This is an optimization exercise on Yosys and OpenROAD, whose aim is small area, not a production implementation. Only simulation tests tie the RTL to the original design; equivalence was not proved. Power is estimated from default activity; no workload was simulated.

[flow/design.v]
package cpu_isa_pkg;
  localparam int data_width_lp = 32;
  localparam int lane_width_lp = 8;
  localparam int lane_count_lp = 4;
  localparam int reg_count_lp  = 16;
  localparam int opcode_msb_lp = 31;
  localparam int opcode_lsb_lp = 28;
  localparam int rd_msb_lp     = 27;
  localparam int rd_lsb_lp     = 24;
  localparam int rs1_msb_lp    = 23;
  localparam int rs1_lsb_lp    = 20;
  localparam int rs2_msb_lp    = 19;
  localparam int rs2_lsb_lp    = 16;
  localparam int imm_width_lp  = 16;
  localparam int imm_lsb_lp    = 0;
  localparam int imm_msb_lp    = imm_lsb_lp + imm_width_lp - 1;
  typedef logic [$clog2(reg_count_lp)-1:0] reg_addr_t;
  typedef logic [lane_count_lp-1:0][lane_width_lp-1:0] lane_vec_t;
  typedef enum logic [3:0] {
    op_nop, op_add, op_sub, op_and, op_or, op_addi,
    op_vadd, op_vsub, op_vand, op_vor, op_vadds,
    op_lw, op_sw, op_vlw, op_vsw
  } opcode_e;
  typedef enum logic [1:0] {alu_add, alu_sub, alu_and, alu_or} alu_op_e;
  typedef struct packed {
    logic                 reg_we;
    logic                 is_vector;
    logic                 use_imm;
    logic                 broadcast;
    logic                 mem_read;
    logic                 mem_write;
    alu_op_e alu_op;
  } ctrl_t;
  typedef struct packed {
    ctrl_t                                 ctrl;
    reg_addr_t                rd;
    logic [data_width_lp-1:0] rs1_s;
    logic [data_width_lp-1:0] rs2_s;
    lane_vec_t                rs1_v;
    lane_vec_t                rs2_v;
    logic [data_width_lp-1:0] imm;
  } id_ex_t;
  typedef struct packed {
    ctrl_t                                 ctrl;
    reg_addr_t                rd;
    logic [data_width_lp-1:0] result_s;
    lane_vec_t                result_v;
    logic [data_width_lp-1:0] store_data;
  } ex_mem_t;
endpackage
`timescale 1ns/1ns
module fetch_stage (
  input  logic                                  clk_i,
  input  logic                                  arst_n_i,
  input  logic [cpu_isa_pkg::data_width_lp-1:0] inst_i,
  output logic [cpu_isa_pkg::data_width_lp-1:0] pc_o,
  output logic [cpu_isa_pkg::data_width_lp-1:0] inst_o
);
  logic [cpu_isa_pkg::data_width_lp-1:0] pc_q;
  logic [cpu_isa_pkg::data_width_lp-1:0] inst_q;
  always_ff @(posedge clk_i or negedge arst_n_i) begin
    if (!arst_n_i) begin
      pc_q   <= '0;
      inst_q <= '0;
    end else begin
      pc_q   <= pc_q + 1'b1;
      inst_q <= inst_i;
    end
  end
  assign pc_o   = pc_q;
  assign inst_o = inst_q;
endmodule
`timescale 1ns/1ns
module register_file (
  input  logic                                  clk_i,
  input  logic                                  arst_n_i,
  input  cpu_isa_pkg::reg_addr_t                rs1_addr_i,
  input  cpu_isa_pkg::reg_addr_t                rs2_addr_i,
  output logic [cpu_isa_pkg::data_width_lp-1:0] rs1_s_o,
  output logic [cpu_isa_pkg::data_width_lp-1:0] rs2_s_o,
  output cpu_isa_pkg::lane_vec_t                rs1_v_o,
  output cpu_isa_pkg::lane_vec_t                rs2_v_o,
  input  logic                                  wr_we_i,
  input  cpu_isa_pkg::reg_addr_t                wr_addr_i,
  input  logic                                  wr_is_vector_i,
  input  logic [cpu_isa_pkg::data_width_lp-1:0] wr_sdata_i,
  input  cpu_isa_pkg::lane_vec_t                wr_vdata_i
);
  logic [cpu_isa_pkg::data_width_lp-1:0] scalar_q [cpu_isa_pkg::reg_count_lp];
  cpu_isa_pkg::lane_vec_t                vector_q [cpu_isa_pkg::reg_count_lp];
  always_ff @(posedge clk_i or negedge arst_n_i) begin
    if (!arst_n_i) begin
      for (int i = 0; i < cpu_isa_pkg::reg_count_lp; i++) begin
        scalar_q[i] <= '0;
        vector_q[i] <= '0;
      end
    end else if (wr_we_i) begin
      if (wr_is_vector_i) begin
        vector_q[wr_addr_i] <= wr_vdata_i;
      end else begin
        scalar_q[wr_addr_i] <= wr_sdata_i;
      end
    end
  end
  assign rs1_s_o = scalar_q[rs1_addr_i];
  assign rs2_s_o = scalar_q[rs2_addr_i];
  assign rs1_v_o = vector_q[rs1_addr_i];
  assign rs2_v_o = vector_q[rs2_addr_i];
endmodule
`timescale 1ns/1ns
module decode_stage (
  input  logic                                  clk_i,
  input  logic                                  arst_n_i,
  input  logic [cpu_isa_pkg::data_width_lp-1:0] inst_i,
  output cpu_isa_pkg::reg_addr_t                rs1_addr_o,
  output cpu_isa_pkg::reg_addr_t                rs2_addr_o,
  input  logic [cpu_isa_pkg::data_width_lp-1:0] rs1_s_i,
  input  logic [cpu_isa_pkg::data_width_lp-1:0] rs2_s_i,
  input  cpu_isa_pkg::lane_vec_t                rs1_v_i,
  input  cpu_isa_pkg::lane_vec_t                rs2_v_i,
  output cpu_isa_pkg::id_ex_t                  id_ex_o
);
  cpu_isa_pkg::opcode_e                  opcode;
  cpu_isa_pkg::ctrl_t                   ctrl;
  logic [cpu_isa_pkg::data_width_lp-1:0] imm_ext;
  cpu_isa_pkg::id_ex_t                  id_ex_q;
  assign opcode = cpu_isa_pkg::opcode_e'(
    inst_i[cpu_isa_pkg::opcode_msb_lp:cpu_isa_pkg::opcode_lsb_lp]);
  assign rs1_addr_o = inst_i[cpu_isa_pkg::rs1_msb_lp:cpu_isa_pkg::rs1_lsb_lp];
  assign rs2_addr_o = inst_i[cpu_isa_pkg::rs2_msb_lp:cpu_isa_pkg::rs2_lsb_lp];
  assign imm_ext = {
    {(cpu_isa_pkg::data_width_lp - cpu_isa_pkg::imm_width_lp){
      inst_i[cpu_isa_pkg::imm_msb_lp]}},
    inst_i[cpu_isa_pkg::imm_msb_lp:cpu_isa_pkg::imm_lsb_lp]
  };
  always_comb begin
    ctrl = '0;
    case (opcode)
      cpu_isa_pkg::op_add:   {ctrl.reg_we, ctrl.alu_op} = {1'b1, cpu_isa_pkg::alu_add};
      cpu_isa_pkg::op_sub:   {ctrl.reg_we, ctrl.alu_op} = {1'b1, cpu_isa_pkg::alu_sub};
      cpu_isa_pkg::op_and:   {ctrl.reg_we, ctrl.alu_op} = {1'b1, cpu_isa_pkg::alu_and};
      cpu_isa_pkg::op_or:    {ctrl.reg_we, ctrl.alu_op} = {1'b1, cpu_isa_pkg::alu_or};
      cpu_isa_pkg::op_addi:  {ctrl.reg_we, ctrl.use_imm} = 2'b11;
      cpu_isa_pkg::op_vadd:  {ctrl.reg_we, ctrl.is_vector} = 2'b11;
      cpu_isa_pkg::op_vsub:  {ctrl.reg_we, ctrl.is_vector, ctrl.alu_op} =
                             {2'b11, cpu_isa_pkg::alu_sub};
      cpu_isa_pkg::op_vand:  {ctrl.reg_we, ctrl.is_vector, ctrl.alu_op} =
                             {2'b11, cpu_isa_pkg::alu_and};
      cpu_isa_pkg::op_vor:   {ctrl.reg_we, ctrl.is_vector, ctrl.alu_op} =
                             {2'b11, cpu_isa_pkg::alu_or};
      cpu_isa_pkg::op_vadds: {ctrl.reg_we, ctrl.is_vector, ctrl.broadcast} = 3'b111;
      cpu_isa_pkg::op_lw:    {ctrl.reg_we, ctrl.use_imm, ctrl.mem_read} = 3'b111;
      cpu_isa_pkg::op_sw:    {ctrl.use_imm, ctrl.mem_write} = 2'b11;
      cpu_isa_pkg::op_vlw:   {ctrl.reg_we, ctrl.is_vector, ctrl.use_imm, ctrl.mem_read} = 4'hf;
      cpu_isa_pkg::op_vsw:   {ctrl.is_vector, ctrl.use_imm, ctrl.mem_write} = 3'b111;
      default:               ctrl = '0;
    endcase
  end
  always_ff @(posedge clk_i or negedge arst_n_i) begin
    if (!arst_n_i) begin
      id_ex_q <= '0;
    end else begin
      id_ex_q.ctrl  <= ctrl;
      id_ex_q.rd    <= inst_i[cpu_isa_pkg::rd_msb_lp:cpu_isa_pkg::rd_lsb_lp];
      id_ex_q.rs1_s <= rs1_s_i;
      id_ex_q.rs2_s <= rs2_s_i;
      id_ex_q.rs1_v <= rs1_v_i;
      id_ex_q.rs2_v <= rs2_v_i;
      id_ex_q.imm   <= imm_ext;
    end
  end
  assign id_ex_o = id_ex_q;
endmodule
`timescale 1ns/1ns
module execute_stage (
  input  logic                  clk_i,
  input  logic                  arst_n_i,
  input  cpu_isa_pkg::id_ex_t  id_ex_i,
  output cpu_isa_pkg::ex_mem_t ex_mem_o
);
  logic [cpu_isa_pkg::data_width_lp-1:0] op_b_s;
  logic [cpu_isa_pkg::data_width_lp-1:0] result_s;
  logic [cpu_isa_pkg::data_width_lp-1:0] rs1_v_flat;
  logic [cpu_isa_pkg::data_width_lp-1:0] rs2_v_flat;
  logic [cpu_isa_pkg::data_width_lp-1:0] op_b_v;
  logic [cpu_isa_pkg::data_width_lp-1:0] result_v;
  logic [cpu_isa_pkg::data_width_lp-1:0] lane_full [cpu_isa_pkg::lane_count_lp];
  cpu_isa_pkg::ex_mem_t                 ex_mem_q;
  function automatic logic [cpu_isa_pkg::data_width_lp-1:0] alu_f(
    input cpu_isa_pkg::alu_op_e                op,
    input logic [cpu_isa_pkg::data_width_lp-1:0] a,
    input logic [cpu_isa_pkg::data_width_lp-1:0] b
  );
    case (op)
      cpu_isa_pkg::alu_add: alu_f = a + b;
      cpu_isa_pkg::alu_sub: alu_f = a - b;
      cpu_isa_pkg::alu_and: alu_f = a & b;
      default:              alu_f = a | b;
    endcase
  endfunction
  assign op_b_s   = id_ex_i.ctrl.use_imm ? id_ex_i.imm : id_ex_i.rs2_s;
  assign result_s = alu_f(id_ex_i.ctrl.alu_op, id_ex_i.rs1_s, op_b_s);
  assign rs1_v_flat = id_ex_i.rs1_v;
  assign rs2_v_flat = id_ex_i.rs2_v;
  always_comb begin
    for (int lane = 0; lane < cpu_isa_pkg::lane_count_lp; lane++) begin
      op_b_v[lane*cpu_isa_pkg::lane_width_lp +: cpu_isa_pkg::lane_width_lp] =
        id_ex_i.ctrl.broadcast ?
        id_ex_i.rs2_s[cpu_isa_pkg::lane_width_lp-1:0] :
        rs2_v_flat[lane*cpu_isa_pkg::lane_width_lp +: cpu_isa_pkg::lane_width_lp];
      lane_full[lane] = alu_f(
        id_ex_i.ctrl.alu_op,
        {{(cpu_isa_pkg::data_width_lp - cpu_isa_pkg::lane_width_lp){1'b0}},
         rs1_v_flat[lane*cpu_isa_pkg::lane_width_lp +: cpu_isa_pkg::lane_width_lp]},
        {{(cpu_isa_pkg::data_width_lp - cpu_isa_pkg::lane_width_lp){1'b0}},
         op_b_v[lane*cpu_isa_pkg::lane_width_lp +: cpu_isa_pkg::lane_width_lp]}
      );
      result_v[lane*cpu_isa_pkg::lane_width_lp +: cpu_isa_pkg::lane_width_lp] =
        lane_full[lane][cpu_isa_pkg::lane_width_lp-1:0];
    end
  end
  always_ff @(posedge clk_i or negedge arst_n_i) begin
    if (!arst_n_i) begin
      ex_mem_q <= '0;
    end else begin
      ex_mem_q.ctrl       <= id_ex_i.ctrl;
      ex_mem_q.rd         <= id_ex_i.rd;
      ex_mem_q.result_s   <= result_s;
      ex_mem_q.result_v   <= result_v;
      ex_mem_q.store_data <= id_ex_i.ctrl.is_vector ? id_ex_i.rs2_v : id_ex_i.rs2_s;
    end
  end
  assign ex_mem_o = ex_mem_q;
endmodule
`timescale 1ns/1ns
module memory_stage (
  input  logic                                  clk_i,
  input  logic                                  arst_n_i,
  input  cpu_isa_pkg::ex_mem_t                 ex_mem_i,
  input  logic [cpu_isa_pkg::data_width_lp-1:0] data_mem_out_data_i,
  output logic [cpu_isa_pkg::data_width_lp-1:0] data_mem_address_o,
  output logic [cpu_isa_pkg::data_width_lp-1:0] data_mem_in_data_o,
  output logic                                  data_mem_we_o,
  output logic                                  wr_we_o,
  output cpu_isa_pkg::reg_addr_t                wr_addr_o,
  output logic                                  wr_is_vector_o,
  output logic [cpu_isa_pkg::data_width_lp-1:0] wr_sdata_o,
  output cpu_isa_pkg::lane_vec_t                wr_vdata_o
);
  cpu_isa_pkg::ctrl_t                   wb_ctrl_q;
  cpu_isa_pkg::reg_addr_t                wb_rd_q;
  logic [cpu_isa_pkg::data_width_lp-1:0] load_q;
  logic [cpu_isa_pkg::data_width_lp-1:0] result_s_q;
  cpu_isa_pkg::lane_vec_t                result_v_q;
  assign data_mem_address_o = ex_mem_i.result_s;
  assign data_mem_in_data_o = ex_mem_i.store_data;
  assign data_mem_we_o      = ex_mem_i.ctrl.mem_write;
  always_ff @(posedge clk_i or negedge arst_n_i) begin
    if (!arst_n_i) begin
      wb_ctrl_q  <= '0;
      wb_rd_q    <= '0;
      load_q     <= '0;
      result_s_q <= '0;
      result_v_q <= '0;
    end else begin
      wb_ctrl_q  <= ex_mem_i.ctrl;
      wb_rd_q    <= ex_mem_i.rd;
      load_q     <= data_mem_out_data_i;
      result_s_q <= ex_mem_i.result_s;
      result_v_q <= ex_mem_i.result_v;
    end
  end
  assign wr_we_o       = wb_ctrl_q.reg_we;
  assign wr_addr_o     = wb_rd_q;
  assign wr_is_vector_o = wb_ctrl_q.is_vector;
  assign wr_sdata_o     = wb_ctrl_q.mem_read ? load_q : result_s_q;
  assign wr_vdata_o     = wb_ctrl_q.mem_read ? cpu_isa_pkg::lane_vec_t'(load_q) : result_v_q;
endmodule
`timescale 1ns/1ns
module vector_cpu (
  input  logic                                  clk_i,
  input  logic                                  arst_n_i,
  input  logic [cpu_isa_pkg::data_width_lp-1:0] inst_mem_data_i,
  output logic [cpu_isa_pkg::data_width_lp-1:0] inst_mem_address_o,
  input  logic [cpu_isa_pkg::data_width_lp-1:0] data_mem_out_data_i,
  output logic [cpu_isa_pkg::data_width_lp-1:0] data_mem_address_o,
  output logic [cpu_isa_pkg::data_width_lp-1:0] data_mem_in_data_o,
  output logic                                  data_mem_we_o
);
  logic [cpu_isa_pkg::data_width_lp-1:0] inst_id;
  cpu_isa_pkg::reg_addr_t                rs1_addr;
  cpu_isa_pkg::reg_addr_t                rs2_addr;
  logic [cpu_isa_pkg::data_width_lp-1:0] rs1_s;
  logic [cpu_isa_pkg::data_width_lp-1:0] rs2_s;
  cpu_isa_pkg::lane_vec_t                rs1_v;
  cpu_isa_pkg::lane_vec_t                rs2_v;
  cpu_isa_pkg::id_ex_t                  id_ex;
  cpu_isa_pkg::ex_mem_t                 ex_mem;
  logic                                  wr_we;
  cpu_isa_pkg::reg_addr_t                wr_addr;
  logic                                  wr_is_vector;
  logic [cpu_isa_pkg::data_width_lp-1:0] wr_sdata;
  cpu_isa_pkg::lane_vec_t                wr_vdata;
  fetch_stage u_fetch (
    .clk_i   (clk_i),
    .arst_n_i(arst_n_i),
    .inst_i  (inst_mem_data_i),
    .pc_o    (inst_mem_address_o),
    .inst_o  (inst_id)
  );
  decode_stage u_decode (
    .clk_i     (clk_i),
    .arst_n_i  (arst_n_i),
    .inst_i    (inst_id),
    .rs1_addr_o(rs1_addr),
    .rs2_addr_o(rs2_addr),
    .rs1_s_i   (rs1_s),
    .rs2_s_i   (rs2_s),
    .rs1_v_i   (rs1_v),
    .rs2_v_i   (rs2_v),
    .id_ex_o   (id_ex)
  );
  register_file u_regfile (
    .clk_i     (clk_i),
    .arst_n_i  (arst_n_i),
    .rs1_addr_i(rs1_addr),
    .rs2_addr_i(rs2_addr),
    .rs1_s_o   (rs1_s),
    .rs2_s_o   (rs2_s),
    .rs1_v_o   (rs1_v),
    .rs2_v_o   (rs2_v),
    .wr_we_i       (wr_we),
    .wr_addr_i     (wr_addr),
    .wr_is_vector_i(wr_is_vector),
    .wr_sdata_i    (wr_sdata),
    .wr_vdata_i    (wr_vdata)
  );
  execute_stage u_execute (
    .clk_i   (clk_i),
    .arst_n_i(arst_n_i),
    .id_ex_i (id_ex),
    .ex_mem_o(ex_mem)
  );
  memory_stage u_memory (
    .clk_i              (clk_i),
    .arst_n_i           (arst_n_i),
    .ex_mem_i           (ex_mem),
    .data_mem_out_data_i(data_mem_out_data_i),
    .data_mem_address_o (data_mem_address_o),
    .data_mem_in_data_o (data_mem_in_data_o),
    .data_mem_we_o      (data_mem_we_o),
    .wr_we_o            (wr_we),
    .wr_addr_o          (wr_addr),
    .wr_is_vector_o     (wr_is_vector),
    .wr_sdata_o         (wr_sdata),
    .wr_vdata_o         (wr_vdata)
  );
endmodule
[flow/run.sh]
#!/bin/bash
# synth_recipe.tcl (not shown) runs the flow's synth.tcl, then flattens the netlist and writes it again
# the make line also repeats each setting of config.mk as NAME=value (left out here)
make -C /OpenROAD-flow-scripts/flow DESIGN_CONFIG=/design/flow/config.mk WORK_HOME=/design/flow/orfs CLKGATE_MAP_FILE= SYNTH_SCRIPT=/design/flow/synth_recipe.tcl finish
[flow/config.mk]
export PLATFORM = sky130hd
export DESIGN_NAME = vector_cpu
export DESIGN_NICKNAME = vector_cpu
export VERILOG_FILES = /design/flow/design.v
export SDC_FILE = /design/flow/constraint.sdc
export NUM_CORES = 4
export LEC_CHECK = 0
export CAP_MARGIN = 20
export CORE_MARGIN = 2
export CORE_UTILIZATION = 40
export SLEW_MARGIN = 20
[flow/constraint.sdc]
create_clock -name core_clock -period 6.0 [get_ports {clk_i}]
set_input_delay 1.2000 -clock core_clock [delete_from_list [all_inputs] [get_ports {clk_i}]]
set_output_delay 1.2000 -clock core_clock [all_outputs]
set_load 0.01 [all_outputs]
==> results.py <==
metrics = {
    "route": {
        "routed_wl_mm": 314,
        "first_iter_violations": 11000,
        "firstDrtPassIters": 7,
        "dr_total_vias": 61300,
        "drc": 0,
        "vias_per_cell": 6.50,
        "postRouteAntennaNets": 0,
        "wl_per_cell_um": 33.3,
    },
    "clocking": {
        "postCtsHoldBufs": 0,
        "clk_pin_slew_worst_paths_ns": 0.07,
        "cts_setup_buffers": 0,
        "root_buffer": "clkbuf_16",
        "cts_made_buffers": 160,
        "htreeDepth": 4,
        "clockBufferDepth": 3,
        "cts.sinks": 1451,
        "cts_resized": 0,
        "insertion_delay_ns": 0.83,
        "cts_tree": "yes",
    },
    "logic_synthesis": {
        "syn-mean-instance-area_sq_um": 9.54,
        "synth_seq_cells": 1451,
        "synth_cell_types": 72,
        "synth_fp_nets": 7274,
        "yosysWarnings": 8,
        "synth_cells": 7122,
        "async_flop_share_pct": 100,
        "synth_ff_type": "dfrtp_1",
        "yosysSeqAreaShare_pct": 53.4,
        "synth-edff-count": 0,
        "syn_area_sq_um": 68000,
    },
    "timing": {
        "fmax_mhz": 177,
        "tightest_slew_ns": 1.25,
        "fin_setup_tns_ns": 0,
        "setup_viol": 0,
        "rsz0062_at_grt": "no",
        "report.final.slew_viol_count": 0,
        "post-route-period-util_pct": 94.2,
        "period_needed_ns": 5.65,
        "fin_skew_ns": 0.0317,
        "hold_violations": 0,
        "relSlewSlack_pct": 16.6,
    },
    "grt": {
        "grt_overflow": 0,
        "antenna_found_initial": 30,
        "grt_max_degree": 160,
        "grt_pass1_vias": 58000,
        "gr-usage-all-layers_pct": 35.5,
        "grt_pass1_wl_mm": 439,
    },
    "worst_setup_path": {
        "worstSetupPathType": "flop to flop",
        "rr_startpoint": "u_decode.id_ex_q[169]",
        "rr_worst_depth": 17,
        "r2r-end": "u_execute.ex_mem_q[95]",
        "endpoint_kind": "flop",
        "critical_path.startpoint_type": "flop",
        "worstPathRequired_ns": 6.70,
        "worstPathArrival_ns": 6.36,
        "r2r_slack_ns": 0.35,
        "cp_max_fo": 35,
    },
    "run_status": {
        "status": "finished clean",
    },
    "power": {
        "p_int_w": 0.0234,
        "p_seq_share_pct": 44.3,
        "ir_worst_vdd_mv": 0.255,
        "power_frac_comb_pct": 28.4,
        "leakage_nw": 33.1,
        "p_sw_w": 0.0144,
        "pwr-share-clk_pct": 27.3,
        "p_per_area_nw_per_um2": 485,
        "swShare_pct": 38.1,
    },
    "placement": {
        "hpwl_mm": 199,
        "io_buffers": 162,
        "gp_congestion": 0.972,
        "placed_cell_area_sq_um": 72500,
    },
    "layout": {
        "nets": 7223,
        "final_common_cell": "dfrtp_1",
        "fin_util_pct": 46.1,
        "final_cell_mix": "dfrtp_1, nor2_1, a21oi_1",
        "areaGrowthSynthToFinish_pct": 14.8,
        "drive_gt1_share_pct": 9.41,
        "finish.instance_area_sq_um": 78000,
    },
    "floorplan": {
        "dieArea_sq_um": 173000,
        "die_w_um": 416,
        "die_h_um": 416,
        "rows": 151,
        "core-area_sq_um": 169000,
        "start_util_pct": 40.2,
        "ioPinCount": 163,
    },
    "min_path": {
        "hp-start": "u_fetch.inst_q[25]",
        "min_to": "u_decode.id_ex_q[161]",
        "hold_depth": 0,
        "hold_class": "flop to flop",
    },
    "flow_run": {
        "cap_violations": 0,
    },
}
==> cells by family (layout without fill, tap and decap cells) <==
kind of cell               after synthesis  in the layout  share of synthesized area [%]
muxes                                  195            195                           2.99
and+or+nand+nor                       2034           2034                           12.6
other                                    0             16                              0
DFF                                   1451           1451                           53.4
AOI/OAI and AO/OA                     2472           2472                           23.0
buffers and inverters                  737            810                           4.43
xor gates and xnor gates               114            114                           1.47
adders and majority gates              119            119                           2.12
==> worst max path at each step <==
stage / start / to / slack (ns)
floorplan: u_decode.id_ex_q[169] / u_execute.ex_mem_q[95] / 0.06
global placement: u_decode.id_ex_q[169] / u_execute.ex_mem_q[95] / 0.38
detailed placement: u_decode.id_ex_q[169] / u_execute.ex_mem_q[95] / 0.51
CTS: u_decode.id_ex_q[169] / u_execute.ex_mem_q[95] / 0.46
global route: u_decode.id_ex_q[169] / u_execute.ex_mem_q[95] / 0.08
finish: u_decode.id_ex_q[169] / u_execute.ex_mem_q[95] / 0.35
==> flip-flops by register name, summed over array words and instances, names as in the netlist <==
signal               count
u_memory.result_v_q     32
u_fetch.pc_q            32
u_fetch.inst_q          32
u_memory.result_s_q     32
u_execute.ex_mem_q     104
u_memory.wb_rd_q         4
u_decode.id_ex_q       156
u_memory.wb_ctrl_q       3
u_memory.load_q         32
u_regfile.scalar_q     512
u_regfile.vector_q     512
==> Yosys cell counts (all sizes together) (11+ instances only) <==
library cell  number  share of area, %
a211oi            11              0.12
a21boi            11              0.12
a21o              11              0.12
a21oi            742               5.5
a221oi           120               1.5
a222oi            70               1.0
a22o              99               1.3
a22oi            489               5.4
a31oi             40              0.37
a32o              13              0.19
and2              15              0.14
and3              26              0.24
buf              114              0.99
clkbuf           526               2.9
dfrtp           1451                53
ha                81               1.5
inv               96              0.53
maj3              33              0.49
mux2              52              0.86
mux2i            142               2.1
nand2            736               4.1
nand2b            23              0.21
nand3            164               1.2
nand4             55              0.51
nor2             837               4.6
nor2b             34              0.31
nor3              71              0.52
o211ai            13              0.14
o21a              17              0.19
o21ai            684               5.0
o22a              46              0.59
o22ai             14              0.13
o31ai             19              0.21
o32a              21              0.31
or3               18              0.17
xnor2             69              0.89
xor2              45              0.58
==> per-stage QoR <==
stage / hold slack (ns) / instances / power, W / setup slack [ns]
CTS: 0.349 / 9412 / 0.0374 / 0.456
floorplan: 0.331 / 7122 / 0.0222 / 0.0559
detailed placement: 0.335 / 9126 / 0.0271 / 0.509
global route: 0.350 / 9414 / 0.0395 / 0.0821
global placement: 0.332 / 9126 / 0.0268 / 0.375
finish: 0.343 / 9429 / 0.0379 / 0.346
==> final cells by class <==
type | instances | area, sq um
clock buffers | 238 | 4920
flip-flops and latches | 1451 | 36300
clock inverters | 48 | 533
diodes | 16 | 40.0
well taps | 2218 | 2780
repair buffers | 427 | 3960
inverters | 97 | 364
multi-input cells | 4934 | 29100
fillers | 15900 | 91100
==> worst max-delay path: stages, from the launching register on <==
cell      delay [ns]
dfrtp_2         0.49
buf_4           0.37
or3b_1          0.40
a222oi_1        0.54
and3_2          0.41
and3_1          0.32
a21boi_1        0.31
nor4b_1         0.36
o32ai_1         0.12
a21oi_1         0.28
ha_1            0.31
nand3_1         0.15
nor3_1          0.25
o21ai_0         0.18
and4_4          0.20
or3_4           0.40
xor2_1          0.17
o311ai_1        0.24
==> power groups by stage <==
stage	sequential, W	clock (W)	combinational [W]
after floorplan	0.0154	0	0.00687
after global placement	0.0166	0	0.0102
after detailed placement	0.0167	0	0.0104
after CTS	0.0166	0.0104	0.0104
after global routing	0.0171	0.0108	0.0117
final	0.0168	0.0103	0.0108
==> per-layer routing <==
| metal | up-vias | track usage [%] | share of wire [%] | wire length, um |
|---|---|---|---|---|
| met2 | 4696 | 51.1 | 42 | 131000 |
| li1 | 25500 | - | - | - |
| met5 | - | 0 | 0.049 | 155 |
| met1 | 29800 | 44.6 | 37 | 116000 |
| met3 | 1299 | 12.9 | 14 | 42700 |
| met4 | 20 | 23.8 | 8.0 | 25300 |

-- re-timing with driven ports --
How much do the figures lean on ideal ports? The routed layout below was timed once more, with nothing changed but the port constraints. Step 1 sets driving cells, clkbuf_16 on the clock port and buf_2 on the other inputs (assumed; they add their load-dependent delay and slew). Step 2 also shifts input and output timing later by t, the mid clock arrival at the registers, as if the neighbouring blocks saw the same clock. Three values: ideal ports, drivers, drivers and shift; two values: the first two.
t (ns): 0.907
slack for setup (ns): 0.346 / 0.346 / 0.346
worst register clock-pin slew, ns: 0.07 / 0.07
worst slew at a driven data input, ns: 0.08
After both steps this run still meets setup and hold. For this run, drivers alone change the setup slack by 0.000 ns; drivers and shift together by 0.000 ns.
